This is an optimization exercise on Yosys and OpenROAD, whose aim is small area, a short achievable clock period and few clock cycles, not a production implementation. No run shown here included a check of the RTL's function; only the layout flow was run. No activity file was given, so power comes from the tool's default toggle rates.

--- flow/design.v ---
`timescale 1ns / 1ps
package rlm_pkg;
    localparam int RLM_MAX_FRAMES = 256;
    localparam int SAMPLE_W = 16;
    localparam int LEVEL_W  = 7;
    localparam int SUM_W = 39;
endpackage
`timescale 1ns / 1ps
module rlm_ctrl (
    input  logic        i_clk,
    input  logic        i_rst_n,
    input  logic        i_load,
    input  logic [38:0] i_sum,
    input  logic [7:0]  i_nm1,
    input  logic        i_out_ready,
    output logic        o_busy,
    output logic        o_fin,
    output logic        o_valid,
    output logic [6:0]  o_level
);
    logic [3:0]  r_cnt;     
    logic        r_busy;
    logic        r_mul;
    logic        r_dig;     
    logic        r_div;
    logic        r_sqrt;
    logic        r_first;   
    logic        r_fin;     
    logic        r_ov;      
    logic [39:0] r_r;
    logic [9:0]  r_c;
    wire [3:0]  w_dig = r_dig ? r_r[3:0] : 4'd0;
    wire [13:0] w_t   = 14'(w_dig * 10'd625) + 14'(r_c);
    wire [7:0]  w_rem = r_first ? 8'd0 : r_r[39:32];
    wire [9:0]  w_a   = r_div ? {1'b0, r_r[39:32], r_r[31]} : {w_rem, r_r[31:30]};
    wire [9:0]  w_b   = r_div ? {2'b00, i_nm1} : {1'b0, r_c[6:0], 2'b00};
    wire [10:0] w_sum = {1'b0, w_a} + {1'b0, ~w_b};
    wire        w_ge  = w_sum[10];
    wire [7:0]  w_new = w_ge ? w_sum[7:0] : w_a[7:0];
    wire w_last = (r_cnt == 4'd0);
    always_ff @(posedge i_clk) begin
        if (!i_rst_n) begin
            r_busy <= 1'b0;
            r_mul  <= 1'b0;
            r_div  <= 1'b0;
            r_sqrt <= 1'b0;
            r_fin  <= 1'b0;
            r_ov   <= 1'b0;
        end else if (i_load) begin
            r_busy <= 1'b1;
            r_mul  <= 1'b1;
            r_div  <= 1'b0;
            r_sqrt <= 1'b0;
            r_fin  <= 1'b0;
            r_ov   <= 1'b0;
        end else begin
            if (r_ov & i_out_ready) begin
                r_busy <= 1'b0;
                r_ov   <= 1'b0;
            end
            if (r_fin) begin
                r_ov <= 1'b1;
            end
            r_fin <= w_last & r_sqrt;
            if (w_last) begin
                r_mul  <= 1'b0;
                r_div  <= r_mul;
                r_sqrt <= r_div;
            end
        end
    end
    always_ff @(posedge i_clk) begin
        if (i_load) begin
            r_cnt   <= 4'd11;
            r_dig   <= 1'b1;
            r_first <= 1'b0;
            r_r     <= {1'b0, i_sum};
            r_c     <= 10'd0;
        end else begin
            r_cnt   <= w_last ? (r_mul ? 4'd13 : 4'd6) : r_cnt - 4'd1;
            if (r_cnt == 4'd2) begin
                r_dig <= 1'b0;
            end
            r_first <= w_last & r_div;
            if (r_mul) begin
                r_r <= {w_t[3:0], r_r[39:4]};
                r_c <= w_t[13:4];
            end else if (r_div) begin
                r_r[39:32] <= w_new;
                r_r[31:18] <= {r_r[30:18], w_ge};
            end else if (r_sqrt) begin
                r_r[39:32] <= w_new;
                r_r[31:18] <= {r_r[29:18], 2'b00};
                r_c[6:0]   <= {r_c[5:0], w_ge};
            end
        end
    end
    assign o_busy  = r_busy;
    assign o_fin   = r_fin;
    assign o_valid = r_ov;
    assign o_level = r_c[6:0];
endmodule
`timescale 1ns / 1ps
module rlm_csa (
    input  logic [14:0] y,
    input  logic        s,
    input  logic [38:0] as_,
    input  logic [38:0] ac,
    output logic [38:0] os_,
    output logic [38:0] oc
);
    wire w0 = y[0] & y[2];
    wire w1 = y[0] & y[3];
    wire w2 = y[0] & y[4];
    wire w3 = y[0] & y[5];
    wire w4 = y[0] & y[6];
    wire w5 = y[0] & y[7];
    wire w6 = y[0] & y[8];
    wire w7 = y[0] & y[9];
    wire w8 = y[0] & y[10];
    wire w9 = y[0] & y[11];
    wire w10 = y[0] & y[12];
    wire w11 = y[0] & y[13];
    wire w12 = y[0] & y[14];
    wire w13 = y[1] & y[3];
    wire w14 = y[1] & y[4];
    wire w15 = y[1] & y[5];
    wire w16 = y[1] & y[6];
    wire w17 = y[1] & y[7];
    wire w18 = y[1] & y[8];
    wire w19 = y[1] & y[9];
    wire w20 = y[1] & y[10];
    wire w21 = y[1] & y[11];
    wire w22 = y[1] & y[12];
    wire w23 = y[1] & y[13];
    wire w24 = y[1] & y[14];
    wire w25 = y[2] & y[4];
    wire w26 = y[2] & y[5];
    wire w27 = y[2] & y[6];
    wire w28 = y[2] & y[7];
    wire w29 = y[2] & y[8];
    wire w30 = y[2] & y[9];
    wire w31 = y[2] & y[10];
    wire w32 = y[2] & y[11];
    wire w33 = y[2] & y[12];
    wire w34 = y[2] & y[13];
    wire w35 = y[2] & y[14];
    wire w36 = y[3] & y[5];
    wire w37 = y[3] & y[6];
    wire w38 = y[3] & y[7];
    wire w39 = y[3] & y[8];
    wire w40 = y[3] & y[9];
    wire w41 = y[3] & y[10];
    wire w42 = y[3] & y[11];
    wire w43 = y[3] & y[12];
    wire w44 = y[3] & y[13];
    wire w45 = y[3] & y[14];
    wire w46 = y[4] & y[6];
    wire w47 = y[4] & y[7];
    wire w48 = y[4] & y[8];
    wire w49 = y[4] & y[9];
    wire w50 = y[4] & y[10];
    wire w51 = y[4] & y[11];
    wire w52 = y[4] & y[12];
    wire w53 = y[4] & y[13];
    wire w54 = y[4] & y[14];
    wire w55 = y[5] & y[7];
    wire w56 = y[5] & y[8];
    wire w57 = y[5] & y[9];
    wire w58 = y[5] & y[10];
    wire w59 = y[5] & y[11];
    wire w60 = y[5] & y[12];
    wire w61 = y[5] & y[13];
    wire w62 = y[5] & y[14];
    wire w63 = y[6] & y[8];
    wire w64 = y[6] & y[9];
    wire w65 = y[6] & y[10];
    wire w66 = y[6] & y[11];
    wire w67 = y[6] & y[12];
    wire w68 = y[6] & y[13];
    wire w69 = y[6] & y[14];
    wire w70 = y[7] & y[9];
    wire w71 = y[7] & y[10];
    wire w72 = y[7] & y[11];
    wire w73 = y[7] & y[12];
    wire w74 = y[7] & y[13];
    wire w75 = y[7] & y[14];
    wire w76 = y[8] & y[10];
    wire w77 = y[8] & y[11];
    wire w78 = y[8] & y[12];
    wire w79 = y[8] & y[13];
    wire w80 = y[8] & y[14];
    wire w81 = y[9] & y[11];
    wire w82 = y[9] & y[12];
    wire w83 = y[9] & y[13];
    wire w84 = y[9] & y[14];
    wire w85 = y[10] & y[12];
    wire w86 = y[10] & y[13];
    wire w87 = y[10] & y[14];
    wire w88 = y[11] & y[13];
    wire w89 = y[11] & y[14];
    wire w90 = y[12] & y[14];
    wire w91 = y[1] & ~y[0];
    wire w92 = y[0] & y[1];
    wire w93 = y[2] & ~y[1];
    wire w94 = y[1] & y[2];
    wire w95 = y[3] & ~y[2];
    wire w96 = y[2] & y[3];
    wire w97 = y[4] & ~y[3];
    wire w98 = y[3] & y[4];
    wire w99 = y[5] & ~y[4];
    wire w100 = y[4] & y[5];
    wire w101 = y[6] & ~y[5];
    wire w102 = y[5] & y[6];
    wire w103 = y[7] & ~y[6];
    wire w104 = y[6] & y[7];
    wire w105 = y[8] & ~y[7];
    wire w106 = y[7] & y[8];
    wire w107 = y[9] & ~y[8];
    wire w108 = y[8] & y[9];
    wire w109 = y[10] & ~y[9];
    wire w110 = y[9] & y[10];
    wire w111 = y[11] & ~y[10];
    wire w112 = y[10] & y[11];
    wire w113 = y[12] & ~y[11];
    wire w114 = y[11] & y[12];
    wire w115 = y[13] & ~y[12];
    wire w116 = y[12] & y[13];
    wire w117 = y[14] & ~y[13];
    wire w118 = y[13] & y[14];
    wire w119 = y[0] ^ s;
    wire w120 = s & y[0];
    wire w121 = s & y[1];
    wire w122 = s & y[2];
    wire w123 = s & y[3];
    wire w124 = s & y[4];
    wire w125 = s & y[5];
    wire w126 = s & y[6];
    wire w127 = s & y[7];
    wire w128 = s & y[8];
    wire w129 = s & y[9];
    wire w130 = s & y[10];
    wire w131 = s & y[11];
    wire w132 = s & y[12];
    wire w133 = s & y[13];
    wire w134 = s & y[14];
    wire w135 = w10 ^ w21;
    wire w136 = w10 & w21;
    wire w137 = w11 ^ w22 ^ w32;
    wire w138 = (w11 & w22) | (w11 & w32) | (w22 & w32);
    wire w139 = w12 ^ w23 ^ w33;
    wire w140 = (w12 & w23) | (w12 & w33) | (w23 & w33);
    wire w141 = w42 ^ w50;
    wire w142 = w42 & w50;
    wire w143 = w24 ^ w34 ^ w43;
    wire w144 = (w24 & w34) | (w24 & w43) | (w34 & w43);
    wire w145 = w35 ^ w44;
    wire w146 = w35 & w44;
    wire w147 = w4 ^ w15;
    wire w148 = w4 & w15;
    wire w149 = w5 ^ w16 ^ w26;
    wire w150 = (w5 & w16) | (w5 & w26) | (w16 & w26);
    wire w151 = w6 ^ w17 ^ w27;
    wire w152 = (w6 & w17) | (w6 & w27) | (w17 & w27);
    wire w153 = w36 ^ w98;
    wire w154 = w36 & w98;
    wire w155 = w7 ^ w18 ^ w28;
    wire w156 = (w7 & w18) | (w7 & w28) | (w18 & w28);
    wire w157 = w37 ^ w99 ^ w129;
    wire w158 = (w37 & w99) | (w37 & w129) | (w99 & w129);
    wire w159 = w8 ^ w19 ^ w29;
    wire w160 = (w8 & w19) | (w8 & w29) | (w19 & w29);
    wire w161 = w38 ^ w46 ^ w100;
    wire w162 = (w38 & w46) | (w38 & w100) | (w46 & w100);
    wire w163 = w130 ^ as_[11];
    wire w164 = w130 & as_[11];
    wire w165 = w9 ^ w20 ^ w30;
    wire w166 = (w9 & w20) | (w9 & w30) | (w20 & w30);
    wire w167 = w39 ^ w47 ^ w101;
    wire w168 = (w39 & w47) | (w39 & w101) | (w47 & w101);
    wire w169 = w131 ^ as_[12] ^ ac[12];
    wire w170 = (w131 & as_[12]) | (w131 & ac[12]) | (as_[12] & ac[12]);
    wire w171 = w135 ^ w31 ^ w40;
    wire w172 = (w135 & w31) | (w135 & w40) | (w31 & w40);
    wire w173 = w48 ^ w55 ^ w102;
    wire w174 = (w48 & w55) | (w48 & w102) | (w55 & w102);
    wire w175 = w132 ^ as_[13] ^ ac[13];
    wire w176 = (w132 & as_[13]) | (w132 & ac[13]) | (as_[13] & ac[13]);
    wire w177 = w136 ^ w137 ^ w41;
    wire w178 = (w136 & w137) | (w136 & w41) | (w137 & w41);
    wire w179 = w49 ^ w56 ^ w103;
    wire w180 = (w49 & w56) | (w49 & w103) | (w56 & w103);
    wire w181 = w133 ^ as_[14] ^ ac[14];
    wire w182 = (w133 & as_[14]) | (w133 & ac[14]) | (as_[14] & ac[14]);
    wire w183 = w138 ^ w139 ^ w141;
    wire w184 = (w138 & w139) | (w138 & w141) | (w139 & w141);
    wire w185 = w57 ^ w63 ^ w104;
    wire w186 = (w57 & w63) | (w57 & w104) | (w63 & w104);
    wire w187 = w134 ^ as_[15] ^ ac[15];
    wire w188 = (w134 & as_[15]) | (w134 & ac[15]) | (as_[15] & ac[15]);
    wire w189 = w140 ^ w142 ^ w143;
    wire w190 = (w140 & w142) | (w140 & w143) | (w142 & w143);
    wire w191 = w51 ^ w58 ^ w64;
    wire w192 = (w51 & w58) | (w51 & w64) | (w58 & w64);
    wire w193 = w105 ^ as_[16] ^ ac[16];
    wire w194 = (w105 & as_[16]) | (w105 & ac[16]) | (as_[16] & ac[16]);
    wire w195 = w144 ^ w145 ^ w52;
    wire w196 = (w144 & w145) | (w144 & w52) | (w145 & w52);
    wire w197 = w59 ^ w65 ^ w70;
    wire w198 = (w59 & w65) | (w59 & w70) | (w65 & w70);
    wire w199 = w106 ^ as_[17] ^ ac[17];
    wire w200 = (w106 & as_[17]) | (w106 & ac[17]) | (as_[17] & ac[17]);
    wire w201 = w146 ^ w45 ^ w53;
    wire w202 = (w146 & w45) | (w146 & w53) | (w45 & w53);
    wire w203 = w60 ^ w66 ^ w71;
    wire w204 = (w60 & w66) | (w60 & w71) | (w66 & w71);
    wire w205 = w107 ^ as_[18] ^ ac[18];
    wire w206 = (w107 & as_[18]) | (w107 & ac[18]) | (as_[18] & ac[18]);
    wire w207 = w54 ^ w61 ^ w67;
    wire w208 = (w54 & w61) | (w54 & w67) | (w61 & w67);
    wire w209 = w72 ^ w76 ^ w108;
    wire w210 = (w72 & w76) | (w72 & w108) | (w76 & w108);
    wire w211 = as_[19] ^ ac[19];
    wire w212 = as_[19] & ac[19];
    wire w213 = w62 ^ w68 ^ w73;
    wire w214 = (w62 & w68) | (w62 & w73) | (w68 & w73);
    wire w215 = w77 ^ w109 ^ as_[20];
    wire w216 = (w77 & w109) | (w77 & as_[20]) | (w109 & as_[20]);
    wire w217 = w69 ^ w74 ^ w78;
    wire w218 = (w69 & w74) | (w69 & w78) | (w74 & w78);
    wire w219 = w81 ^ w110;
    wire w220 = w81 & w110;
    wire w221 = w75 ^ w79 ^ w82;
    wire w222 = (w75 & w79) | (w75 & w82) | (w79 & w82);
    wire w223 = w80 ^ w83;
    wire w224 = w80 & w83;
    wire w225 = w91 ^ w120;
    wire w226 = w91 & w120;
    wire w227 = w0 ^ w92 ^ w122;
    wire w228 = (w0 & w92) | (w0 & w122) | (w92 & w122);
    wire w229 = w1 ^ w93 ^ w123;
    wire w230 = (w1 & w93) | (w1 & w123) | (w93 & w123);
    wire w231 = w2 ^ w13 ^ w94;
    wire w232 = (w2 & w13) | (w2 & w94) | (w13 & w94);
    wire w233 = w124 ^ as_[5];
    wire w234 = w124 & as_[5];
    wire w235 = w3 ^ w14 ^ w95;
    wire w236 = (w3 & w14) | (w3 & w95) | (w14 & w95);
    wire w237 = w125 ^ as_[6] ^ ac[6];
    wire w238 = (w125 & as_[6]) | (w125 & ac[6]) | (as_[6] & ac[6]);
    wire w239 = w147 ^ w25 ^ w96;
    wire w240 = (w147 & w25) | (w147 & w96) | (w25 & w96);
    wire w241 = w126 ^ as_[7] ^ ac[7];
    wire w242 = (w126 & as_[7]) | (w126 & ac[7]) | (as_[7] & ac[7]);
    wire w243 = w148 ^ w149 ^ w97;
    wire w244 = (w148 & w149) | (w148 & w97) | (w149 & w97);
    wire w245 = w127 ^ as_[8] ^ ac[8];
    wire w246 = (w127 & as_[8]) | (w127 & ac[8]) | (as_[8] & ac[8]);
    wire w247 = w150 ^ w151 ^ w153;
    wire w248 = (w150 & w151) | (w150 & w153) | (w151 & w153);
    wire w249 = w128 ^ as_[9] ^ ac[9];
    wire w250 = (w128 & as_[9]) | (w128 & ac[9]) | (as_[9] & ac[9]);
    wire w251 = w152 ^ w154 ^ w155;
    wire w252 = (w152 & w154) | (w152 & w155) | (w154 & w155);
    wire w253 = w157 ^ as_[10] ^ ac[10];
    wire w254 = (w157 & as_[10]) | (w157 & ac[10]) | (as_[10] & ac[10]);
    wire w255 = w156 ^ w158 ^ w159;
    wire w256 = (w156 & w158) | (w156 & w159) | (w158 & w159);
    wire w257 = w161 ^ w163 ^ ac[11];
    wire w258 = (w161 & w163) | (w161 & ac[11]) | (w163 & ac[11]);
    wire w259 = w160 ^ w162 ^ w164;
    wire w260 = (w160 & w162) | (w160 & w164) | (w162 & w164);
    wire w261 = w165 ^ w167 ^ w169;
    wire w262 = (w165 & w167) | (w165 & w169) | (w167 & w169);
    wire w263 = w166 ^ w168 ^ w170;
    wire w264 = (w166 & w168) | (w166 & w170) | (w168 & w170);
    wire w265 = w171 ^ w173 ^ w175;
    wire w266 = (w171 & w173) | (w171 & w175) | (w173 & w175);
    wire w267 = w172 ^ w174 ^ w176;
    wire w268 = (w172 & w174) | (w172 & w176) | (w174 & w176);
    wire w269 = w177 ^ w179 ^ w181;
    wire w270 = (w177 & w179) | (w177 & w181) | (w179 & w181);
    wire w271 = w178 ^ w180 ^ w182;
    wire w272 = (w178 & w180) | (w178 & w182) | (w180 & w182);
    wire w273 = w183 ^ w185 ^ w187;
    wire w274 = (w183 & w185) | (w183 & w187) | (w185 & w187);
    wire w275 = w184 ^ w186 ^ w188;
    wire w276 = (w184 & w186) | (w184 & w188) | (w186 & w188);
    wire w277 = w189 ^ w191 ^ w193;
    wire w278 = (w189 & w191) | (w189 & w193) | (w191 & w193);
    wire w279 = w190 ^ w192 ^ w194;
    wire w280 = (w190 & w192) | (w190 & w194) | (w192 & w194);
    wire w281 = w195 ^ w197 ^ w199;
    wire w282 = (w195 & w197) | (w195 & w199) | (w197 & w199);
    wire w283 = w196 ^ w198 ^ w200;
    wire w284 = (w196 & w198) | (w196 & w200) | (w198 & w200);
    wire w285 = w201 ^ w203 ^ w205;
    wire w286 = (w201 & w203) | (w201 & w205) | (w203 & w205);
    wire w287 = w202 ^ w204 ^ w206;
    wire w288 = (w202 & w204) | (w202 & w206) | (w204 & w206);
    wire w289 = w207 ^ w209 ^ w211;
    wire w290 = (w207 & w209) | (w207 & w211) | (w209 & w211);
    wire w291 = w208 ^ w210 ^ w212;
    wire w292 = (w208 & w210) | (w208 & w212) | (w210 & w212);
    wire w293 = w213 ^ w215 ^ ac[20];
    wire w294 = (w213 & w215) | (w213 & ac[20]) | (w215 & ac[20]);
    wire w295 = w214 ^ w216 ^ w217;
    wire w296 = (w214 & w216) | (w214 & w217) | (w216 & w217);
    wire w297 = w219 ^ as_[21] ^ ac[21];
    wire w298 = (w219 & as_[21]) | (w219 & ac[21]) | (as_[21] & ac[21]);
    wire w299 = w218 ^ w220 ^ w221;
    wire w300 = (w218 & w220) | (w218 & w221) | (w220 & w221);
    wire w301 = w111 ^ as_[22] ^ ac[22];
    wire w302 = (w111 & as_[22]) | (w111 & ac[22]) | (as_[22] & ac[22]);
    wire w303 = w222 ^ w223 ^ w85;
    wire w304 = (w222 & w223) | (w222 & w85) | (w223 & w85);
    wire w305 = w112 ^ as_[23] ^ ac[23];
    wire w306 = (w112 & as_[23]) | (w112 & ac[23]) | (as_[23] & ac[23]);
    wire w307 = w224 ^ w84 ^ w86;
    wire w308 = (w224 & w84) | (w224 & w86) | (w84 & w86);
    wire w309 = w113 ^ as_[24] ^ ac[24];
    wire w310 = (w113 & as_[24]) | (w113 & ac[24]) | (as_[24] & ac[24]);
    wire w311 = w87 ^ w88 ^ w114;
    wire w312 = (w87 & w88) | (w87 & w114) | (w88 & w114);
    wire w313 = as_[25] ^ ac[25];
    wire w314 = as_[25] & ac[25];
    wire w315 = w89 ^ w115 ^ as_[26];
    wire w316 = (w89 & w115) | (w89 & as_[26]) | (w115 & as_[26]);
    wire w317 = w90 ^ w116;
    wire w318 = w90 & w116;
    wire w319 = w225 ^ w121;
    wire w320 = w225 & w121;
    wire w321 = w226 ^ w227 ^ as_[3];
    wire w322 = (w226 & w227) | (w226 & as_[3]) | (w227 & as_[3]);
    wire w323 = w228 ^ w229 ^ as_[4];
    wire w324 = (w228 & w229) | (w228 & as_[4]) | (w229 & as_[4]);
    wire w325 = w230 ^ w231 ^ w233;
    wire w326 = (w230 & w231) | (w230 & w233) | (w231 & w233);
    wire w327 = w232 ^ w234 ^ w235;
    wire w328 = (w232 & w234) | (w232 & w235) | (w234 & w235);
    wire w329 = w236 ^ w238 ^ w239;
    wire w330 = (w236 & w238) | (w236 & w239) | (w238 & w239);
    wire w331 = w240 ^ w242 ^ w243;
    wire w332 = (w240 & w242) | (w240 & w243) | (w242 & w243);
    wire w333 = w244 ^ w246 ^ w247;
    wire w334 = (w244 & w246) | (w244 & w247) | (w246 & w247);
    wire w335 = w248 ^ w250 ^ w251;
    wire w336 = (w248 & w250) | (w248 & w251) | (w250 & w251);
    wire w337 = w252 ^ w254 ^ w255;
    wire w338 = (w252 & w254) | (w252 & w255) | (w254 & w255);
    wire w339 = w256 ^ w258 ^ w259;
    wire w340 = (w256 & w258) | (w256 & w259) | (w258 & w259);
    wire w341 = w260 ^ w262 ^ w263;
    wire w342 = (w260 & w262) | (w260 & w263) | (w262 & w263);
    wire w343 = w264 ^ w266 ^ w267;
    wire w344 = (w264 & w266) | (w264 & w267) | (w266 & w267);
    wire w345 = w268 ^ w270 ^ w271;
    wire w346 = (w268 & w270) | (w268 & w271) | (w270 & w271);
    wire w347 = w272 ^ w274 ^ w275;
    wire w348 = (w272 & w274) | (w272 & w275) | (w274 & w275);
    wire w349 = w276 ^ w278 ^ w279;
    wire w350 = (w276 & w278) | (w276 & w279) | (w278 & w279);
    wire w351 = w280 ^ w282 ^ w283;
    wire w352 = (w280 & w282) | (w280 & w283) | (w282 & w283);
    wire w353 = w284 ^ w286 ^ w287;
    wire w354 = (w284 & w286) | (w284 & w287) | (w286 & w287);
    wire w355 = w288 ^ w290 ^ w291;
    wire w356 = (w288 & w290) | (w288 & w291) | (w290 & w291);
    wire w357 = w292 ^ w294 ^ w295;
    wire w358 = (w292 & w294) | (w292 & w295) | (w294 & w295);
    wire w359 = w296 ^ w298 ^ w299;
    wire w360 = (w296 & w298) | (w296 & w299) | (w298 & w299);
    wire w361 = w300 ^ w302 ^ w303;
    wire w362 = (w300 & w302) | (w300 & w303) | (w302 & w303);
    wire w363 = w304 ^ w306 ^ w307;
    wire w364 = (w304 & w306) | (w304 & w307) | (w306 & w307);
    wire w365 = w308 ^ w310 ^ w311;
    wire w366 = (w308 & w310) | (w308 & w311) | (w310 & w311);
    wire w367 = w312 ^ w314 ^ w315;
    wire w368 = (w312 & w314) | (w312 & w315) | (w314 & w315);
    wire w369 = w316 ^ w317 ^ as_[27];
    wire w370 = (w316 & w317) | (w316 & as_[27]) | (w317 & as_[27]);
    wire w371 = w318 ^ w117 ^ as_[28];
    wire w372 = (w318 & w117) | (w318 & as_[28]) | (w117 & as_[28]);
    wire w373 = w118 ^ as_[29];
    wire w374 = w118 & as_[29];
    wire w375 = w119 ^ as_[0];
    wire w376 = w119 & as_[0];
    wire w377 = as_[1] ^ ac[1];
    wire w378 = as_[1] & ac[1];
    wire w379 = w319 ^ as_[2] ^ ac[2];
    wire w380 = (w319 & as_[2]) | (w319 & ac[2]) | (as_[2] & ac[2]);
    wire w381 = w320 ^ w321 ^ ac[3];
    wire w382 = (w320 & w321) | (w320 & ac[3]) | (w321 & ac[3]);
    wire w383 = w322 ^ w323 ^ ac[4];
    wire w384 = (w322 & w323) | (w322 & ac[4]) | (w323 & ac[4]);
    wire w385 = w324 ^ w325 ^ ac[5];
    wire w386 = (w324 & w325) | (w324 & ac[5]) | (w325 & ac[5]);
    wire w387 = w326 ^ w327 ^ w237;
    wire w388 = (w326 & w327) | (w326 & w237) | (w327 & w237);
    wire w389 = w328 ^ w329 ^ w241;
    wire w390 = (w328 & w329) | (w328 & w241) | (w329 & w241);
    wire w391 = w330 ^ w331 ^ w245;
    wire w392 = (w330 & w331) | (w330 & w245) | (w331 & w245);
    wire w393 = w332 ^ w333 ^ w249;
    wire w394 = (w332 & w333) | (w332 & w249) | (w333 & w249);
    wire w395 = w334 ^ w335 ^ w253;
    wire w396 = (w334 & w335) | (w334 & w253) | (w335 & w253);
    wire w397 = w336 ^ w337 ^ w257;
    wire w398 = (w336 & w337) | (w336 & w257) | (w337 & w257);
    wire w399 = w338 ^ w339 ^ w261;
    wire w400 = (w338 & w339) | (w338 & w261) | (w339 & w261);
    wire w401 = w340 ^ w341 ^ w265;
    wire w402 = (w340 & w341) | (w340 & w265) | (w341 & w265);
    wire w403 = w342 ^ w343 ^ w269;
    wire w404 = (w342 & w343) | (w342 & w269) | (w343 & w269);
    wire w405 = w344 ^ w345 ^ w273;
    wire w406 = (w344 & w345) | (w344 & w273) | (w345 & w273);
    wire w407 = w346 ^ w347 ^ w277;
    wire w408 = (w346 & w347) | (w346 & w277) | (w347 & w277);
    wire w409 = w348 ^ w349 ^ w281;
    wire w410 = (w348 & w349) | (w348 & w281) | (w349 & w281);
    wire w411 = w350 ^ w351 ^ w285;
    wire w412 = (w350 & w351) | (w350 & w285) | (w351 & w285);
    wire w413 = w352 ^ w353 ^ w289;
    wire w414 = (w352 & w353) | (w352 & w289) | (w353 & w289);
    wire w415 = w354 ^ w355 ^ w293;
    wire w416 = (w354 & w355) | (w354 & w293) | (w355 & w293);
    wire w417 = w356 ^ w357 ^ w297;
    wire w418 = (w356 & w357) | (w356 & w297) | (w357 & w297);
    wire w419 = w358 ^ w359 ^ w301;
    wire w420 = (w358 & w359) | (w358 & w301) | (w359 & w301);
    wire w421 = w360 ^ w361 ^ w305;
    wire w422 = (w360 & w361) | (w360 & w305) | (w361 & w305);
    wire w423 = w362 ^ w363 ^ w309;
    wire w424 = (w362 & w363) | (w362 & w309) | (w363 & w309);
    wire w425 = w364 ^ w365 ^ w313;
    wire w426 = (w364 & w365) | (w364 & w313) | (w365 & w313);
    wire w427 = w366 ^ w367 ^ ac[26];
    wire w428 = (w366 & w367) | (w366 & ac[26]) | (w367 & ac[26]);
    wire w429 = w368 ^ w369 ^ ac[27];
    wire w430 = (w368 & w369) | (w368 & ac[27]) | (w369 & ac[27]);
    wire w431 = w370 ^ w371 ^ ac[28];
    wire w432 = (w370 & w371) | (w370 & ac[28]) | (w371 & ac[28]);
    wire w433 = w372 ^ w373 ^ ac[29];
    wire w434 = (w372 & w373) | (w372 & ac[29]) | (w373 & ac[29]);
    wire w435 = w374 ^ as_[30] ^ ac[30];
    wire w436 = (w374 & as_[30]) | (w374 & ac[30]) | (as_[30] & ac[30]);
    wire w437 = as_[31] ^ ac[31];
    wire w438 = as_[31] & ac[31];
    wire w439 = as_[32] ^ ac[32];
    wire w440 = as_[32] & ac[32];
    wire w441 = as_[33] ^ ac[33];
    wire w442 = as_[33] & ac[33];
    wire w443 = as_[34] ^ ac[34];
    wire w444 = as_[34] & ac[34];
    wire w445 = as_[35] ^ ac[35];
    wire w446 = as_[35] & ac[35];
    wire w447 = as_[36] ^ ac[36];
    wire w448 = as_[36] & ac[36];
    wire w449 = as_[37] ^ ac[37];
    wire w450 = as_[37] & ac[37];
    wire w451 = as_[38] ^ ac[38];
    wire w452 = as_[38] & ac[38];
    assign os_[0] = w375;
    assign oc[0] = ac[0];
    assign os_[1] = w376;
    assign oc[1] = w377;
    assign os_[2] = w378;
    assign oc[2] = w379;
    assign os_[3] = w380;
    assign oc[3] = w381;
    assign os_[4] = w382;
    assign oc[4] = w383;
    assign os_[5] = w384;
    assign oc[5] = w385;
    assign os_[6] = w386;
    assign oc[6] = w387;
    assign os_[7] = w388;
    assign oc[7] = w389;
    assign os_[8] = w390;
    assign oc[8] = w391;
    assign os_[9] = w392;
    assign oc[9] = w393;
    assign os_[10] = w394;
    assign oc[10] = w395;
    assign os_[11] = w396;
    assign oc[11] = w397;
    assign os_[12] = w398;
    assign oc[12] = w399;
    assign os_[13] = w400;
    assign oc[13] = w401;
    assign os_[14] = w402;
    assign oc[14] = w403;
    assign os_[15] = w404;
    assign oc[15] = w405;
    assign os_[16] = w406;
    assign oc[16] = w407;
    assign os_[17] = w408;
    assign oc[17] = w409;
    assign os_[18] = w410;
    assign oc[18] = w411;
    assign os_[19] = w412;
    assign oc[19] = w413;
    assign os_[20] = w414;
    assign oc[20] = w415;
    assign os_[21] = w416;
    assign oc[21] = w417;
    assign os_[22] = w418;
    assign oc[22] = w419;
    assign os_[23] = w420;
    assign oc[23] = w421;
    assign os_[24] = w422;
    assign oc[24] = w423;
    assign os_[25] = w424;
    assign oc[25] = w425;
    assign os_[26] = w426;
    assign oc[26] = w427;
    assign os_[27] = w428;
    assign oc[27] = w429;
    assign os_[28] = w430;
    assign oc[28] = w431;
    assign os_[29] = w432;
    assign oc[29] = w433;
    assign os_[30] = w434;
    assign oc[30] = w435;
    assign os_[31] = w436;
    assign oc[31] = w437;
    assign os_[32] = w438;
    assign oc[32] = w439;
    assign os_[33] = w440;
    assign oc[33] = w441;
    assign os_[34] = w442;
    assign oc[34] = w443;
    assign os_[35] = w444;
    assign oc[35] = w445;
    assign os_[36] = w446;
    assign oc[36] = w447;
    assign os_[37] = w448;
    assign oc[37] = w449;
    assign os_[38] = w450;
    assign oc[38] = w451;
endmodule
`timescale 1ns / 1ps
module rms_level_meter_peak_hold #(
    parameter int MAX_FRAMES = rlm_pkg::RLM_MAX_FRAMES
) (
    input  logic                                i_clk,
    input  logic                                i_rst_n,
    input  logic                                i_in_valid,
    output logic                                o_in_ready,
    input  logic signed [rlm_pkg::SAMPLE_W-1:0] i_sample,
    input  logic                                i_last_sample,
    output logic                                o_out_valid,
    input  logic                                i_out_ready,
    output logic [rlm_pkg::LEVEL_W-1:0]         o_level,
    output logic [rlm_pkg::LEVEL_W-1:0]         o_peak_level
);
    localparam int SW = rlm_pkg::SUM_W;
    logic          r_rdy;      
    logic [7:0]    r_cnt;      
    logic [7:0]    r_ncap;     
    logic [14:0]   r_y;        
    logic          r_s;        
    logic          r_v;        
    logic          r_cl;       
    logic          r_done;     
    logic          r_xfer;     
    logic          r_zero;     
    logic [SW-1:0] r_as;
    logic [SW-1:0] r_ac;
    logic [6:0]    r_pk;
    wire       w_busy;
    wire       w_fin;
    wire       w_ov;
    wire [6:0] w_level;
    wire w_full    = ~r_cl & ((r_v & (r_cnt == 8'd254)) | (~r_v & (r_cnt == 8'd255)));
    wire w_take_in = i_in_valid & r_rdy & i_rst_n;
    wire w_close   = w_take_in & (i_last_sample | w_full);
    wire w_block   = r_cl | r_done | w_busy;
    wire w_unblock = r_xfer & ~r_cl;
    wire w_ncap_ld = (r_cl & r_rdy) | (w_unblock & ~r_rdy);
    wire w_busy_n  = r_xfer | (w_busy & ~(w_ov & i_out_ready));
    wire w_done_n  = r_cl | (r_done & ~r_xfer);
    always_ff @(posedge i_clk) begin
        if (!i_rst_n) begin
            r_rdy  <= 1'b1;
            r_cnt  <= 8'd0;
            r_v    <= 1'b0;
            r_cl   <= 1'b0;
            r_done <= 1'b0;
            r_xfer <= 1'b0;
            r_zero <= 1'b1;
        end else begin
            if (r_rdy) begin
                r_rdy <= ~(w_close & w_block);
            end else begin
                r_rdy <= w_unblock;
            end
            if (w_ncap_ld) begin
                r_cnt <= 8'd0;
            end else if (r_v & ~r_cl) begin
                r_cnt <= r_cnt + 8'd1;
            end
            r_v    <= w_take_in;
            r_cl   <= w_close;
            r_done <= w_done_n;
            r_xfer <= w_done_n & ~w_busy_n;
            r_zero <= w_done_n & ~w_busy_n;
        end
    end
    always_ff @(posedge i_clk) begin
        if (w_ncap_ld) begin
            r_ncap <= r_cnt;
        end
    end
    always_ff @(posedge i_clk) begin
        r_y <= w_take_in ? (i_sample[14:0] ^ {15{i_sample[15]}}) : 15'd0;
        r_s <= w_take_in & i_sample[15];
    end
    wire [SW-1:0] w_as;
    wire [SW-1:0] w_ac;
    rlm_csa u_csa (
        .y   (r_y),
        .s   (r_s),
        .as_ (r_as & {SW{~r_zero}}),
        .ac  (r_ac & {SW{~r_zero}}),
        .os_ (w_as),
        .oc  (w_ac)
    );
    always_ff @(posedge i_clk) begin
        r_as <= w_as;
        r_ac <= w_ac;
    end
    wire [SW-1:0] w_sum = r_as + r_ac;
    rlm_ctrl u_lvl (
        .i_clk   (i_clk),
        .i_rst_n (i_rst_n),
        .i_load  (r_xfer),
        .i_sum   (w_sum),
        .i_nm1   (r_ncap),
        .i_out_ready (i_out_ready),
        .o_busy  (w_busy),
        .o_fin   (w_fin),
        .o_valid (w_ov),
        .o_level (w_level)
    );
    always_ff @(posedge i_clk) begin
        if (!i_rst_n) begin
            r_pk <= 7'd0;
        end else if (w_fin && (w_level > r_pk)) begin
            r_pk <= w_level;
        end
    end
    assign o_in_ready   = r_rdy;
    assign o_out_valid  = w_ov;
    assign o_level      = w_level;
    assign o_peak_level = r_pk;
endmodule
--- flow/flow/run.sh ---
#!/bin/bash
# The standard layout, with repair_timing aiming well past the 10 ns clock so that the
# resizer sizes gates and buffers for the period this design can reach. Constraints unchanged.
set -euo pipefail
MARGIN=$(cat flow/margin.txt)
bash standard.sh SETUP_SLACK_MARGIN=$MARGIN finish > standard_flow.log 2>&1
--- flow/flow/margin.txt ---
6.8
--- flow/standard.sh ---
#!/bin/bash
# synth_recipe.tcl (not shown) runs the flow's synth.tcl, then flattens the netlist and writes it again
# the make line also repeats each setting of config.mk as NAME=value (left out here)
make -C /OpenROAD-flow-scripts/flow DESIGN_CONFIG=/design/flow/config.mk WORK_HOME=/design/flow/orfs CLKGATE_MAP_FILE= SYNTH_SCRIPT=/design/flow/synth_recipe.tcl "${@:-finish}"
--- flow/config.mk ---
export PLATFORM = sky130hd
export DESIGN_NAME = rms_level_meter_peak_hold
export DESIGN_NICKNAME = rms_level_meter_peak_hold
export VERILOG_FILES = /design/flow/design.v
export SDC_FILE = /design/flow/constraint.sdc
export NUM_CORES = 4
export LEC_CHECK = 0
export ABC_CLOCK_PERIOD_IN_PS = 3000
export CAP_MARGIN = 20
export CORE_MARGIN = 2
export CORE_UTILIZATION = 40
export SLEW_MARGIN = 20
--- flow/constraint.sdc ---
create_clock -name core_clock -period 10.0 [get_ports {i_clk}]
set_input_delay 2.0000 -clock core_clock [delete_from_list [all_inputs] [get_ports {i_clk}]]
set_output_delay 2.0000 -clock core_clock [all_outputs]
set_load 0.01 [all_outputs]
==> summary.txt, run 1 <==
At the worst endpoint, the required time is 10330 ps. Row generation in the floorplan step produced 70 rows. The global-route wire length before repair is 52.9 mm. The number of warnings reported in the yosys synthesis log is 2. VDD sags by at most 0.124 mV.

The TritonCTS buffer count came out at 17. The min-delay analysis places its worst path in the category flop to flop. The classification of the worst setup path is flop to flop.

The worst setup path is captured at a flop. The unique cell type count in the Yosys netlist is 69. The count of max-cap constraint violations came out at 0. The register bit total from synthesis is 185. The standby leakage power is around 7.4 nW.

The total DRC errors in the routed layout is 0. Headroom to the max-slew limit came out at about two fifths. The final critical-path share of the clock period came out at 32.4%. The cell area after layout came out at 16600 um^2.

The final count of hold timing violations came out at 0. The number of enable-type register cells in the synthesized netlist came out at 47. TritonCTS built the clock tree. The overall via count from detail_route came out at 10.6k.

The first detailed-routing pass ran for 5 iterations. Global routing finished with a remaining overflow of 0. The maximum buffer depth of the clock tree came out at 2. The number of global-route vias before repair came out at roughly 11k.

The clock-pin slew on the worst setup and hold paths is 80 ps. The width of the chip came out at 196 um. The ratio of total power to cell area is 172 nW/um^2. The type of element launching the critical path is a flop. The final-stage net count is 1868. The worst path needs 3240 ps of the cycle, external delays included. The core footprint is 36400 um^2. The fraction of synthesis flops using an asynchronous set or reset pin came out at 0%. Among all flip-flop cells after synthesis, the most frequent one is sky130_fd_sc_hd__dfxtp_1. The routed wire length per instance came out at approximately 15 um. The final-layout setup total negative slack is 0 ps. The antenna violation net count after detailed routing is 0. The worst setup path startpoint is u_lvl.r_r[3]. Once detailed placement completed, the half-perimeter wirelength came to roughly 23 mm. Static timing analysis puts the maximum clock frequency at 0.308 GHz. The final wirelength is 31.7 mm.

The transition at the pin with the smallest max-transition slack came out at around 910 ps. The root buffer cell chosen for the clock tree is sky130_fd_sc_hd__clkbuf_16. Data arrives at the worst endpoint at 3580 ps.

Setup repair after global routing could not meet its margin everywhere. The average cell area after synthesis is 9.37 um^2. The vertical extent of the die came out at between 150 and 200 um. Setup slack on the critical path of the routed design comes to 6760 ps. The worst hold path begins at r_ac[0]. The sequential fraction of the synthesis area is 28.4%. The number of ports placed on the die boundary came out at 37. The post-synthesis to final-layout area growth came out at 12.9%. Entering global routing, the biggest net connects 50 pins. The fraction of layout cells with a size suffix above 1 is 10.9%. The clock skew is 21.9 ps.

The initial standard-cell utilization of the core came out at about 40%. The die covers 38300 um^2. The global router's overall resource usage came out at 17.2%. The repair_antennas step left the layout with diodes totalling 0. The placed instance area came out at 15500 um^2. The utilization after layout is 45.5%.

The launch point of the worst reg-to-reg path is u_lvl.r_r[3]. The H-tree depth reported by CTS came out at 4. The final max-slew violation count came to 0. In this run the cell area of the synthesized design comes to 14700 um^2.

Dividing the detail-routed via count by the number of cells gives 5.08. The initial antenna violation count came out at 0. The flow ran to the end and the layout has no timing, DRC or antenna violations. The count of buffers inserted at the top-level ports came out at 36. The worst setup timing slack at the placement stage came out at 5640 ps.

The synthesized netlist cell count came out at 1568. Setup violations remaining at the end of the flow were counted as 0. The DRC violation total after the first TritonRoute iteration came out at 485. In this run the worst path has a maximum fanout of 3. The design draws 2.85 mW. Synthesis produced a netlist with a net count of ~1.8k.

The insertion delay to the later sink of the worst-skew pair is 470 ps. The congestion estimate from routability-driven global placement came to 0.820. The number of clock sinks came out at 185.
==> per-layer routing <==
layer,up-vias,share of wire (%),global-route usage (%)
met4,0,1.6,4.55
met3,32,2.9,2.56
met1,5175,47,22.2
met2,158,48,30.2
met5,-,0,0
li1,5195,-,-
==> critical path, cell delays in order (launching register included) <==
cell and delay [ps]:
sky130_fd_sc_hd__edfxtp_1 420, sky130_fd_sc_hd__nand2_2 110, sky130_fd_sc_hd__inv_2 60, sky130_fd_sc_hd__ha_4 270, sky130_fd_sc_hd__inv_4 40, sky130_fd_sc_hd__ha_4 140
sky130_fd_sc_hd__nand2b_4 140, sky130_fd_sc_hd__ha_4 250, sky130_fd_sc_hd__inv_2 30, sky130_fd_sc_hd__fa_1 490, sky130_fd_sc_hd__inv_2 50, sky130_fd_sc_hd__ha_4 220
sky130_fd_sc_hd__and3_4 140, sky130_fd_sc_hd__a21oi_2 100, sky130_fd_sc_hd__o21ai_2 80, sky130_fd_sc_hd__o41ai_2 230, sky130_fd_sc_hd__mux2i_1 260, sky130_fd_sc_hd__o31ai_1 90
==> cells in the mapped netlist (47+ instances only) <==
master / n / area, um^2
sky130_fd_sc_hd__fa_1: 141 / 2820
sky130_fd_sc_hd__and2_1: 87 / 544
sky130_fd_sc_hd__nand2_1: 112 / 420
sky130_fd_sc_hd__nor2b_1: 77 / 482
sky130_fd_sc_hd__nor2_1: 90 / 338
sky130_fd_sc_hd__inv_1: 209 / 785
sky130_fd_sc_hd__clkbuf_1: 49 / 184
sky130_fd_sc_hd__edfxtp_1: 47 / 1410
sky130_fd_sc_hd__xnor2_1: 48 / 420
sky130_fd_sc_hd__a21oi_1: 81 / 405
sky130_fd_sc_hd__dfxtp_1: 138 / 2760
sky130_fd_sc_hd__ha_1: 107 / 1340
==> kinds of logic (layout without fill, tap and decap cells) <==
group / count (synthesis) / after routing / synth area share [%]
xor gates and xnor gates: 63 / 63 / 3.75
adders and majority gates: 248 / 248 / 28.3
DFF: 185 / 185 / 28.4
buffers and inverters: 277 / 321 / 7.25
muxes: 57 / 57 / 4.05
and+or+nand+nor: 488 / 488 / 17.2
AOI/OAI and AO/OA: 250 / 250 / 11.0
==> final timing paths <==
| path | endpoint | slack (ps) | cells after the start |
|---|---|---|---|
| max reg2reg | u_lvl.r_c[8] | 6760 | 17 |
| min | r_ac[0] | 490 | 1 |
| max | u_lvl.r_c[8] | 6760 | 17 |
| min reg2reg | r_ac[0] | 490 | 1 |
==> report_power, final <==
| group | switching [mW] | leakage [nW] | internal, mW |
|---|---|---|---|
| sequential | 0.0884 | 1.57 | 0.880 |
| clock | 0.355 | 0.295 | 0.340 |
| combinational | 0.618 | 5.56 | 0.569 |
| total | 1.06 | 7.43 | 1.79 |
==> cell usage in the layout (no fill, tap or decap), types with 20 or more instances in the layout <==
cell type,instances
sky130_fd_sc_hd__fa_1,135
sky130_fd_sc_hd__nor2b_1,77
sky130_fd_sc_hd__a21oi_1,74
sky130_fd_sc_hd__mux2_2,20
sky130_fd_sc_hd__a21o_1,29
sky130_fd_sc_hd__edfxtp_1,47
sky130_fd_sc_hd__nand2b_1,44
sky130_fd_sc_hd__buf_4,37
sky130_fd_sc_hd__xnor2_1,48
sky130_fd_sc_hd__mux2i_1,37
sky130_fd_sc_hd__dfxtp_1,112
sky130_fd_sc_hd__inv_1,201
sky130_fd_sc_hd__and2_1,84
sky130_fd_sc_hd__o21ai_0,41
sky130_fd_sc_hd__ha_1,98
sky130_fd_sc_hd__nand2_1,111
sky130_fd_sc_hd__nor2_1,90
==> registers in the layout (all words and copies together) (netlist names), 4 cells and up <==
name / count
r_y: 15
u_lvl.r_cnt: 4
r_cnt: 8
u_lvl.r_c: 10
r_ncap: 8
r_ac: 39
r_pk: 7
u_lvl.r_r: 40
r_as: 39
==> through the flow <==
step	hold slack (ps)	instances
floorplan	437	1568
global placement	463	2010
detailed placement	477	2010
CTS	491	2062
global route	518	2080
finish	488	2080
==> area by class of cell <==
class	instances	area, um^2
timing repair buffer	77	669
fill	3496	19800
inverter	212	801
clock buffer	17	425
clock inverter	15	169
tap	468	586
multi-input combinational	1106	9690
sequential	185	4250
==> repair_timing <==
action,4_1_cts,5_1_grt
endpoints found under the setup margin,67,28
resized for setup,61,30
pin swaps,8,17
endpoints found under the hold margin,0,0
hold buffers,0,0
buffers inserted,20,18
==> run 2: changes to the inputs <==
--- a/flow/design.v
+++ b/flow/design.v
@@ -26,3 +26,2 @@
     logic        r_sqrt;
-    logic        r_first;   
     logic        r_fin;     
@@ -31,10 +30,33 @@
     logic [9:0]  r_c;
-    wire [3:0]  w_dig = r_dig ? r_r[3:0] : 4'd0;
-    wire [13:0] w_t   = 14'(w_dig * 10'd625) + 14'(r_c);
-    wire [7:0]  w_rem = r_first ? 8'd0 : r_r[39:32];
-    wire [9:0]  w_a   = r_div ? {1'b0, r_r[39:32], r_r[31]} : {w_rem, r_r[31:30]};
-    wire [9:0]  w_b   = r_div ? {2'b00, i_nm1} : {1'b0, r_c[6:0], 2'b00};
-    wire [10:0] w_sum = {1'b0, w_a} + {1'b0, ~w_b};
-    wire        w_ge  = w_sum[10];
-    wire [7:0]  w_new = w_ge ? w_sum[7:0] : w_a[7:0];
+    wire [3:0] w_dig = r_dig ? r_r[3:0] : 4'd0;
+    wire [4:0] w_lo  = {1'b0, w_dig} + {1'b0, r_c[3:0]};
+    logic [9:0] w_k39;
+    always_comb begin
+        case (w_dig)
+            4'd0:  w_k39 = 10'd0;
+            4'd1:  w_k39 = 10'd39;
+            4'd2:  w_k39 = 10'd78;
+            4'd3:  w_k39 = 10'd117;
+            4'd4:  w_k39 = 10'd156;
+            4'd5:  w_k39 = 10'd195;
+            4'd6:  w_k39 = 10'd234;
+            4'd7:  w_k39 = 10'd273;
+            4'd8:  w_k39 = 10'd312;
+            4'd9:  w_k39 = 10'd351;
+            4'd10: w_k39 = 10'd390;
+            4'd11: w_k39 = 10'd429;
+            4'd12: w_k39 = 10'd468;
+            4'd13: w_k39 = 10'd507;
+            4'd14: w_k39 = 10'd546;
+            default: w_k39 = 10'd585;
+        endcase
+    end
+    wire [9:0] w_cn = w_k39 + {4'd0, r_c[9:4]} + {9'd0, w_lo[4]};
+    wire [8:0]  w_a   = r_div ? {r_r[39:32], r_r[31]} : {1'b0, r_r[39:32]};
+    wire [8:0]  w_b   = r_div ? {1'b0, i_nm1} : {2'b00, r_c[6:0]};
+    wire        w_bin = r_div | (r_r[31:30] == 2'b00);
+    wire [9:0]  w_d   = {1'b0, w_a} - {1'b0, w_b} - {9'd0, w_bin};
+    wire        w_ge  = ~w_d[9];
+    wire [7:0]  w_pdiv = w_ge ? w_d[7:0] : w_a[7:0];
+    wire [7:0]  w_psq  = w_ge ? {w_d[5:0], r_r[31:30] - 2'd1} : {r_r[37:32], r_r[31:30]};
     wire w_last = (r_cnt == 4'd0);
@@ -75,3 +97,2 @@
             r_dig   <= 1'b1;
-            r_first <= 1'b0;
             r_r     <= {1'b0, i_sum};
@@ -83,11 +104,10 @@
             end
-            r_first <= w_last & r_div;
             if (r_mul) begin
-                r_r <= {w_t[3:0], r_r[39:4]};
-                r_c <= w_t[13:4];
+                r_r <= {w_lo[3:0], r_r[39:4]};
+                r_c <= w_cn;
             end else if (r_div) begin
-                r_r[39:32] <= w_new;
+                r_r[39:32] <= w_last ? 8'd0 : w_pdiv;
                 r_r[31:18] <= {r_r[30:18], w_ge};
             end else if (r_sqrt) begin
-                r_r[39:32] <= w_new;
+                r_r[39:32] <= w_psq;
                 r_r[31:18] <= {r_r[29:18], 2'b00};
==> flow/flow/margin.txt (replaced) <==
7.1
==> run 2 against run 1 <==
Against the previous run: total power increased by 12%; die area decreased by 0.26%; synthesized cell count decreased by 2.0%; clock skew decreased by 11 ps; cell count increased by 0.77%; clock-buffer cell count unchanged; non-clock buffer count increased by 49; register-to-register slack improved by 20 ps; still clean; utilization increased by 2.4 points; combinational power increased by 27%; sequential power about the same.
==> summary.txt, run 2 <==
The run finished with no timing, DRC or antenna violations. The global router's overall resource usage is 17.5% (+0.29 points). The cell area after layout came out at 17400 um^2 (+5.0%). The standby leakage power is 7.50 nW (+1.0%). The total nets after synthesis came out at 1803 (-1.9%). The initial standard-cell utilization of the core came to 40.3% (about the same). The initial antenna violation count was 0 (unchanged). The largest net degree at the start of global routing came to 78 (+56%). The number of clock sinks came out at 184 (-0.54%). Setup repair after global routing could not meet its margin everywhere. The worst setup timing slack at the placement stage came out at 5860 ps (+224 ps). The final standard cell count with taps included and fillers excluded is 2096 (+0.77%).

The final max-slew violation count came to 0 (unchanged). The sequential fraction of the synthesis area was 28.3% (-0.061 points). The synthesized netlist cell count is 1537 (-2.0%). The critical path depth in cells is 15 (-2).

The overall overflow remaining after global route came to 0 (unchanged). The routed wire length per instance was 15.4 um (+0.81%). The detailed-routed wire length on met3 came to 1.08 mm (+19%). The area fraction of the dominant cell type after synthesis came out at 19.1% (-0.086 points). The post-detailed-placement half-perimeter wirelength came out at 22.9 mm (-1.7%). The count of standard-cell rows is 70 (unchanged). The clock skew is 11.1 ps (-10.8 ps). The ratio of total power to cell area is 183 nW/um^2 (+6.3%). In the layout the commonest cells are sky130_fd_sc_hd__inv_1 (156), sky130_fd_sc_hd__nand2_1 (120), sky130_fd_sc_hd__fa_1 (110), sky130_fd_sc_hd__dfxtp_1 (99), sky130_fd_sc_hd__ha_1 (92).

The worst setup slack after layout is 6780 ps (+19.9 ps). The sum of internal, switching and leakage power is 3.18 mW (+12%). The register with the most flip-flops is u_lvl.r_r. The number of warnings reported in the yosys synthesis log was 2 (unchanged). The global-route wire length before repair was 54.3 mm (+2.6%). The fraction of layout cells with a size suffix above 1 is 21.3% (+10 points). The utilization after layout was 47.9% (+2.4 points).

The DRC violation total after the first TritonRoute iteration is 529 (+9.1%). The total DRC errors in the routed layout is 0 (unchanged). The worst path required time came out at 10370 ps (+40 ps). The final-layout setup total negative slack came out at 0 ps (unchanged).

The register bit total from synthesis is 184 (-0.54%). The placed instance area came out at 15500 um^2 (about the same). The worst path buffer plus inverter count is 1 (-3). The maximum frequency from static timing analysis is 0.310 GHz (+0.62%). The number of iterations in the first detailed-routing pass came out at 5 (unchanged).

The vertical extent of the die came out at 195 um (-0.13%). The cell family contributing the most delay on the critical path is compound AO/OA/AOI/OAI gates. The depth of the most critical reg-to-reg path came out at 15 (-2). The largest registers in the layout are u_lvl.r_r: 40 flops, r_ac: 39 flops, r_as: 39 flops.

The worst-case vdd ir drop is 0.139 mV (+12%). The tightest min-delay check is of the flop to flop type. The most common flop cell mapped by yosys is sky130_fd_sc_hd__dfxtp_1. The number of enable-type register cells in the synthesized netlist is 47 (unchanged). The number of cells traversed by the worst hold path came out at 0 (-1). The most frequent standard cell in the layout excluding fill and tap cells is sky130_fd_sc_hd__inv_1.

By instance count, the cell type seen most on the critical path is sky130_fd_sc_hd__a21o_1. The worst slew slack as a fraction of its limit is 38.3% (-1.1 points). The number of ports placed on the die boundary is 37 (unchanged). The core footprint came out at 36300 um^2 (-0.24%). TritonCTS built the clock tree. The worst endpoint data arrival time came to 3600 ps (+20 ps).

In this run the clock root is driven by a sky130_fd_sc_hd__clkbuf_16. The detailed router used layers up to and including met4. After synthesis, the cell types taking the most area are sky130_fd_sc_hd__fa_1 (19%), sky130_fd_sc_hd__dfxtp_1 (19%), sky130_fd_sc_hd__edfxtp_1 (9.6%).

The flip-flop count of the largest register, all copies and words added was 40 (unchanged). The floorplan die area came to 38200 um^2 (-0.26%). The largest stage delay on the critical path came out at 430 ps (-60 ps).

The final count of hold timing violations came out at 0 (unchanged). The antenna violation net count after detailed routing is 0 (unchanged). The TritonCTS buffer count came to 17 (unchanged). The number of global-route vias before repair is 11.0k (+2.8%). The H-tree depth reported by CTS came out at 4 (unchanged). The total setup violations reported at the end of the flow was 0 (unchanged). The fraction of synthesis flops using an asynchronous set or reset pin is 0% (unchanged).

The clock-pin slew on the worst setup and hold paths came out at 80 ps (about the same). The dominant cell type by area after synthesis is sky130_fd_sc_hd__fa_1. The post-route minimum period is 3220 ps (-19.9 ps).

The number of diodes is 0 (unchanged). The final-stage net count is 1881 (+0.70%). The detailed-route vias per instance came out at 5.09 (+0.33%). The count of buffers inserted at the top-level ports is 36 (unchanged). The final wirelength was 32.2 mm (+1.6%). On the critical path, the stage with the largest delay is an instance of sky130_fd_sc_hd__edfxtp_1. The transition at the pin with the smallest max-transition slack is 926 ps (+18.5 ps). The cell area after technology mapping came to 14700 um^2 (-0.26%).

The insertion delay to the later sink of the worst-skew pair came out at 450 ps (-20 ps). The average cell area after synthesis is 9.54 um^2 (+1.7%). The unique cell type count in the Yosys netlist was 72 (+4.3%). The worst hold slack came out at 479 ps (-8.73 ps). By instance count, the leading cell after synthesis is sky130_fd_sc_hd__inv_1. The routed length on met2 came to 16.0 mm (+5.0%). Traced cell by cell, the critical path runs through nand2_4 > inv_6 > ha_4 > fa_2 > a21o_1 > a21o_1 > fa_2 > a21o_1 > a21o_1 > a21o_1 > a21o_1 > a21oi_2 > nor4_2 > xor2_1 > a211oi_2. The overall via count from detail_route is 10.7k (+1.1%). The post-synthesis to final-layout area growth came out at 18.8%. The number of filler cells placed in the layout came out at 3381 (-3.3%).

The kind of end point of the critical path is a flop. The largest driver fanout on the critical path is 2 (-1). The classification of the worst setup path is flop to flop. The commonest cells after synthesis are sky130_fd_sc_hd__inv_1 (176), sky130_fd_sc_hd__fa_1 (140), sky130_fd_sc_hd__dfxtp_1 (137), sky130_fd_sc_hd__nand2_1 (131), sky130_fd_sc_hd__ha_1 (105). The total routed wire length on the met1 layer came out at 14.6 mm (-2.9%). The type of element launching the critical path is a flop. The placer congestion estimate is 0.825 (+0.66%).

The count of max-cap constraint violations is 0 (unchanged). The maximum buffer depth of the clock tree is 2 (unchanged). The final critical-path share of the clock period was 32.2% (-0.20 points). The cell total after placement came out at 1977 (-1.6%). The width of the chip is 195 um (-0.13%).
[run 2: cell types whose count changed after synthesis, moves of 6 or more]
cell                       previous run  this run
sky130_fd_sc_hd__nand2b_1            46        39
sky130_fd_sc_hd__and2_1              87        69
sky130_fd_sc_hd__a211oi_1            11        20
sky130_fd_sc_hd__o21bai_1            12         5
sky130_fd_sc_hd__inv_1              209       176
sky130_fd_sc_hd__xor2_1              15        23
sky130_fd_sc_hd__a21oi_1             81        93
sky130_fd_sc_hd__and3_1              14         8
sky130_fd_sc_hd__nand2_1            112       131
[run 2: where the power goes]
part	switching (mW)	internal, mW
combinational	0.767	0.744
sequential	0.0913	0.878
clock	0.340	0.360
total	1.20	1.98
[run 2: per-layer routing]
metal,track usage [%],vias to the layer above
met4,4.58,0
met3,2.90,35
met2,31.0,189
met1,22.0,5224
li1,-,5228
met5,0,-
[run 2: worst paths after layout]
check	start	end	slack, ps
worst max register to register	u_lvl.r_r[0]	u_lvl.r_c[9]	6780
worst max-delay path	u_lvl.r_r[0]	u_lvl.r_c[9]	6780
worst min register to register	r_cnt[4]	r_ncap[4]	480
worst min-delay path	r_cnt[4]	r_ncap[4]	480
[run 2: worst reg2reg max path, stage by stage, from the launching register on]
cell	delay, ps
sky130_fd_sc_hd__edfxtp_1	430
sky130_fd_sc_hd__nand2_4	120
sky130_fd_sc_hd__inv_6	40
sky130_fd_sc_hd__ha_4	150
sky130_fd_sc_hd__fa_2	350
sky130_fd_sc_hd__a21o_1	190
sky130_fd_sc_hd__a21o_1	170
sky130_fd_sc_hd__fa_2	370
sky130_fd_sc_hd__a21o_1	190
sky130_fd_sc_hd__a21o_1	160
sky130_fd_sc_hd__a21o_1	160
sky130_fd_sc_hd__a21o_1	170
sky130_fd_sc_hd__a21oi_2	180
sky130_fd_sc_hd__nor4_2	60
sky130_fd_sc_hd__xor2_1	200
sky130_fd_sc_hd__a211oi_2	210
[run 2: cell type report]
class / count / area [um^2] / area share (%)
multi-input cells: 1110 / 10100 / 57.8
repair buffers: 126 / 1220 / 7.03
inverters: 176 / 669 / 3.84
clock buffers: 17 / 425 / 2.44
flip-flops and latches: 184 / 4260 / 24.5
clock inverters: 15 / 176 / 1.01
well taps: 468 / 586 / 3.36
[run 2: kinds of logic (layout without fill, tap and decap cells)]
| kind of cell | count (synthesis) | after routing | share of synthesized area, % |
|---|---|---|---|
| AOI/OAI and AO/OA | 270 | 271 | 12.5 |
| buffers and inverters | 244 | 334 | 6.78 |
| adders and majority gates | 245 | 245 | 28.1 |
| and+or+nand+nor | 467 | 467 | 16.0 |
| DFF | 184 | 184 | 28.3 |
| xor gates and xnor gates | 70 | 70 | 4.18 |
| muxes | 57 | 57 | 4.13 |
[run 2: repair_timing]
item | 4_1_cts | 5_1_grt
pin swaps | 31 | 57
hold endpoints to repair | 0 | 0
buffers inserted | 61 | 24
hold buffers | 0 | 0
resized for setup | 183 | 79
gates cloned | 1 | 1
endpoints found under the setup margin | 120 | 105
==> run 3: changes to the inputs <==
==> flow/flow/margin.txt (replaced) <==
6.8
==> run 3 against run 2 <==
Against the previous run: highest routed layer unchanged; non-clock buffer count is 46 lower; still clean on timing, DRC and antenna; worst hold slack worse by 4.1 ps; flip-flop and latch count stayed put; critical path type unchanged; final area is 5.0% lower.
==> summary.txt, run 3 <==
The flow ran to the end and the layout has no timing, DRC or antenna violations. The core footprint is 36300 um^2 (unchanged). The flip-flop count of the largest register, all copies and words added came out at 40 (unchanged).

The worst setup path is captured at a flop. The final max-slew violation count is 0 (unchanged). The post-synthesis to final-layout area growth came out at 12.9%.

The count of standard-cell rows came out at 70 (unchanged). The hold buffer count at cts is 0 (unchanged). The area of the multi-input gates is 9740 um^2 (-3.3%).

The register bit total from synthesis is 184 (unchanged). The fraction of layout cells with a size suffix above 1 came to 11.8% (-9.5 points). The ratio of total power to cell area came out at 178 nW/um^2 (-2.6%).

Yosys instantiated no cell more often than sky130_fd_sc_hd__inv_1. The worst setup timing slack at the placement stage is 5840 ps (-22.8 ps). The count of buffers inserted at the top-level ports came out at 36 (unchanged).

The number of enable-type register cells in the synthesized netlist came out at 47 (unchanged). The antenna violation net count after detailed routing came to 0 (unchanged). The total nets after synthesis came out at 1803 (unchanged). The final-layout setup total negative slack came out at 0 ps (unchanged).

Setup repair after global routing could not meet its margin everywhere. TritonCTS built the clock tree. The tightest min-delay check is of the flop to flop type. The final-stage net count came out at 1835 (-2.4%). The overall via count from detail_route is 10.5k (-1.9%). The global-route wire length before repair is 52.2 mm (-3.8%).

The maximum buffer depth of the clock tree is 2 (unchanged). The final critical-path share of the clock period is 32.5% (+0.32 points). The average cell area after synthesis is 9.54 um^2 (unchanged). u_lvl.r_r holds more flip-flops than any other register. The detailed-route vias per instance came out at 5.11 (+0.34%). The clock skew came out at 14.4 ps (+3.31 ps).

After synthesis, the cell types taking the most area are sky130_fd_sc_hd__fa_1 (19%), sky130_fd_sc_hd__dfxtp_1 (19%), sky130_fd_sc_hd__edfxtp_1 (9.6%). The number of diodes is 0 (unchanged). The insertion delay to the later sink of the worst-skew pair came out at 450 ps (about the same). Leaving out fill and tap cells, the most frequent cell in the layout is sky130_fd_sc_hd__inv_1. The worst endpoint data arrival time was 3620 ps (+20 ps).

The TritonCTS buffer count came out at 17 (unchanged). The post-route minimum period came out at 3250 ps (+32.3 ps). The worst-case vdd ir drop is 0.128 mV (-7.8%).

The worst slew slack as a fraction of its limit came out at 38.5% (+0.21 points). The initial antenna violation count is 0 (unchanged). The sequential fraction of the synthesis area came out at 28.3% (unchanged). The area fraction of the dominant cell type after synthesis is 19.1% (unchanged). The transition at the pin with the smallest max-transition slack came out at 923 ps (-3.14 ps). The storage element area is 4230 um^2 (-0.79%).

The standby leakage power is 7.18 nW (-4.4%). The overall overflow remaining after global route came to 0 (unchanged). The worst setup slack after layout was 6750 ps (-32.3 ps). The placer congestion estimate is 0.801 (-2.9%). The number of global-route vias before repair is 10.7k (-2.9%). The number of ports placed on the die boundary is 37 (unchanged). The largest registers in the layout are u_lvl.r_r: 40 flops, r_ac: 39 flops, r_as: 39 flops. The worst path required time came to 10370 ps (about the same). The total DRC errors in the routed layout came out at 0 (unchanged). The number of warnings reported in the yosys synthesis log is 2 (unchanged). For this run, the leading register cell type out of synthesis is sky130_fd_sc_hd__dfxtp_1. The tree is rooted in a sky130_fd_sc_hd__clkbuf_16. The number of clock sinks came out at 184 (unchanged). The sum of internal, switching and leakage power came out at 2.94 mW (-7.4%). The largest driver fanout on the critical path came to 2 (unchanged). The final count of hold timing violations was 0 (unchanged). In the layout the commonest cells are sky130_fd_sc_hd__inv_1 (170), sky130_fd_sc_hd__fa_1 (136), sky130_fd_sc_hd__nand2_1 (127), sky130_fd_sc_hd__dfxtp_1 (110), sky130_fd_sc_hd__ha_1 (101). The clock-pin slew on the worst setup and hold paths came out at 70 ps (about the same). The count of max-cap constraint violations is 0 (unchanged). The floorplan die area was 38200 um^2 (unchanged). The critical path in this run is classified as flop to flop.

The global router's overall resource usage is 16.8% (-0.71 points). The largest net degree at the start of global routing is 66 (-15%). The synthesized netlist cell count is 1537 (unchanged). The number of filler cells placed in the layout is 3420 (+1.2%).

The commonest cells after synthesis are sky130_fd_sc_hd__inv_1 (176), sky130_fd_sc_hd__fa_1 (140), sky130_fd_sc_hd__dfxtp_1 (137), sky130_fd_sc_hd__nand2_1 (131), sky130_fd_sc_hd__ha_1 (105). The cell area after technology mapping is 14700 um^2 (unchanged). The final wirelength came out at 30.9 mm (-4.0%). The total setup violations reported at the end of the flow is 0 (unchanged). The type of element launching the critical path is a flop. The synthesized design spends more area on one cell type than any other, namely sky130_fd_sc_hd__fa_1. The initial standard-cell utilization of the core is 40.3% (unchanged). The fraction of synthesis flops using an asynchronous set or reset pin is 0% (unchanged). The maximum frequency from static timing analysis was 0.307 GHz (-0.99%).

The number of iterations in the first detailed-routing pass is 5 (unchanged). The H-tree depth reported by CTS was 4 (unchanged). The width of the chip is 195 um (unchanged).

The DRC violation total after the first TritonRoute iteration is 619 (+17%). The routed wire length per instance is 15.1 um (-1.8%). The vertical extent of the die is 195 um (unchanged). The unique cell type count in the Yosys netlist came out at 72 (unchanged). The post-detailed-placement half-perimeter wirelength was 22.9 mm (+0.11%).
run 3: through the flow:
step,utilization [%],instance area [um^2],instances,hold slack [ps]
after detailed placement,42.2,15400,1977,467
after global placement,42.2,15400,1977,458
after global routing,45.5,16600,2050,497
after CTS,44.7,16200,2030,479
after floorplan,-,14800,1537,430
final,45.5,16600,2050,475
run 3: area by class of cell:
type | instances | area share (%)
Multi-Input combinational cell | 1110 | 58.8
Sequential cell | 184 | 25.5
Timing Repair Buffer | 80 | 4.41
Inverter | 176 | 4.02
Tap cell | 468 | 3.54
Clock buffer | 19 | 2.62
Clock inverter | 13 | 1.03
run 3: path summary, 6_finish.rpt:
kind                              startpoint      endpoint  slack [ps]  cells past startpoint
worst min-delay path                 r_ac[0]       r_ac[0]         470                      1
worst max-delay path            u_lvl.r_r[0]  u_lvl.r_c[8]        6750                     17
worst min register to register       r_ac[0]       r_ac[0]         470                      1
worst max register to register  u_lvl.r_r[0]  u_lvl.r_c[8]        6750                     17
run 3: critical path, cell delays in order (launching register included):
cell                       delay, ps
sky130_fd_sc_hd__edfxtp_1        440
sky130_fd_sc_hd__nand2_4         110
sky130_fd_sc_hd__inv_6            40
sky130_fd_sc_hd__ha_4            150
sky130_fd_sc_hd__fa_2            360
sky130_fd_sc_hd__a21o_1          170
sky130_fd_sc_hd__a21o_1          180
sky130_fd_sc_hd__fa_2            360
sky130_fd_sc_hd__inv_2            70
sky130_fd_sc_hd__fa_2            200
sky130_fd_sc_hd__nor2b_1          50
sky130_fd_sc_hd__o21ai_1         130
sky130_fd_sc_hd__nand2b_1        100
sky130_fd_sc_hd__a21o_1          200
sky130_fd_sc_hd__a21oi_2         150
sky130_fd_sc_hd__nor3_1           70
sky130_fd_sc_hd__xor2_1          180
sky130_fd_sc_hd__a211oi_1        200
run 3: repair_timing:
action                                  in CTS  in global routing
endpoints found under the setup margin      91                 54
hold endpoints to repair                     0                  0
pin swaps                                   18                 21
setup buffers                               21                 19
gates resized for setup                     67                 41
cloned                                       0                  1
run 3: metal layers:
layer  GRT usage [%]  part of all wire (%)
met5               0                     0
met4            5.12                   1.7
met3            2.54                   2.9
met2            29.3                    49
met1            21.4                    47
run 3: kinds of logic (layout without fill, tap and decap cells):
logic type / Yosys count / in the layout / share of synthesized area, %
multiplexers: 57 / 57 / 4.13
adder cells (fa/ha/maj): 245 / 245 / 28.1
AO/OA/AOI/OAI: 270 / 271 / 12.5
flip-flops: 184 / 184 / 28.3
XOR/XNOR: 70 / 70 / 4.18
buffers and inverters: 244 / 288 / 6.78
AND/OR/NAND/NOR: 467 / 467 / 16.0
run 3: power breakdown:
part / switching (mW) / leakage (nW) / internal, mW / total (mW)
Sequential: 0.107 / 1.56 / 0.879 / 0.986
Combinational: 0.654 / 5.32 / 0.592 / 1.25
Clock: 0.315 / 0.294 / 0.397 / 0.713

[afterwards: timing with drivers on the ports]
No port has a modelled driver above. Below, the same layouts with a new extraction and two added sets of constraints.
Step 1, drivers: a clkbuf_16 drives i_clk and a buf_2 each remaining input, both assumed.
Step 2 also shifts input and output timing later by t, the mid clock arrival at the registers, as if the neighbouring blocks saw the same clock.
Slacks: ideal ports / drivers / drivers and shift; pairs: ideal ports / drivers.
run | t (ns) | setup WS [ns] | worst hold slack (ns) | latest minus earliest clock arrival (ns) | worst register clock-pin slew, ns
run 1 | 0.509 | 6.758 / 6.758 / 6.462 | 0.488 / 0.488 / 0.488 | 0.022 / 0.022 | 0.09 / 0.09
run 2 | 0.498 | 6.778 / 6.778 / 6.778 | 0.479 / 0.479 / 0.479 | 0.011 / 0.011 | 0.08 / 0.08
run 3 | 0.496 | 6.746 / 6.746 / 6.492 | 0.475 / 0.475 / 0.475 | 0.015 / 0.015 | 0.07 / 0.07
After both steps setup and hold are still met in every run listed. For run 1, which loses most, drivers alone change the setup slack by 0.000 ns; drivers and shift together by -0.296 ns.
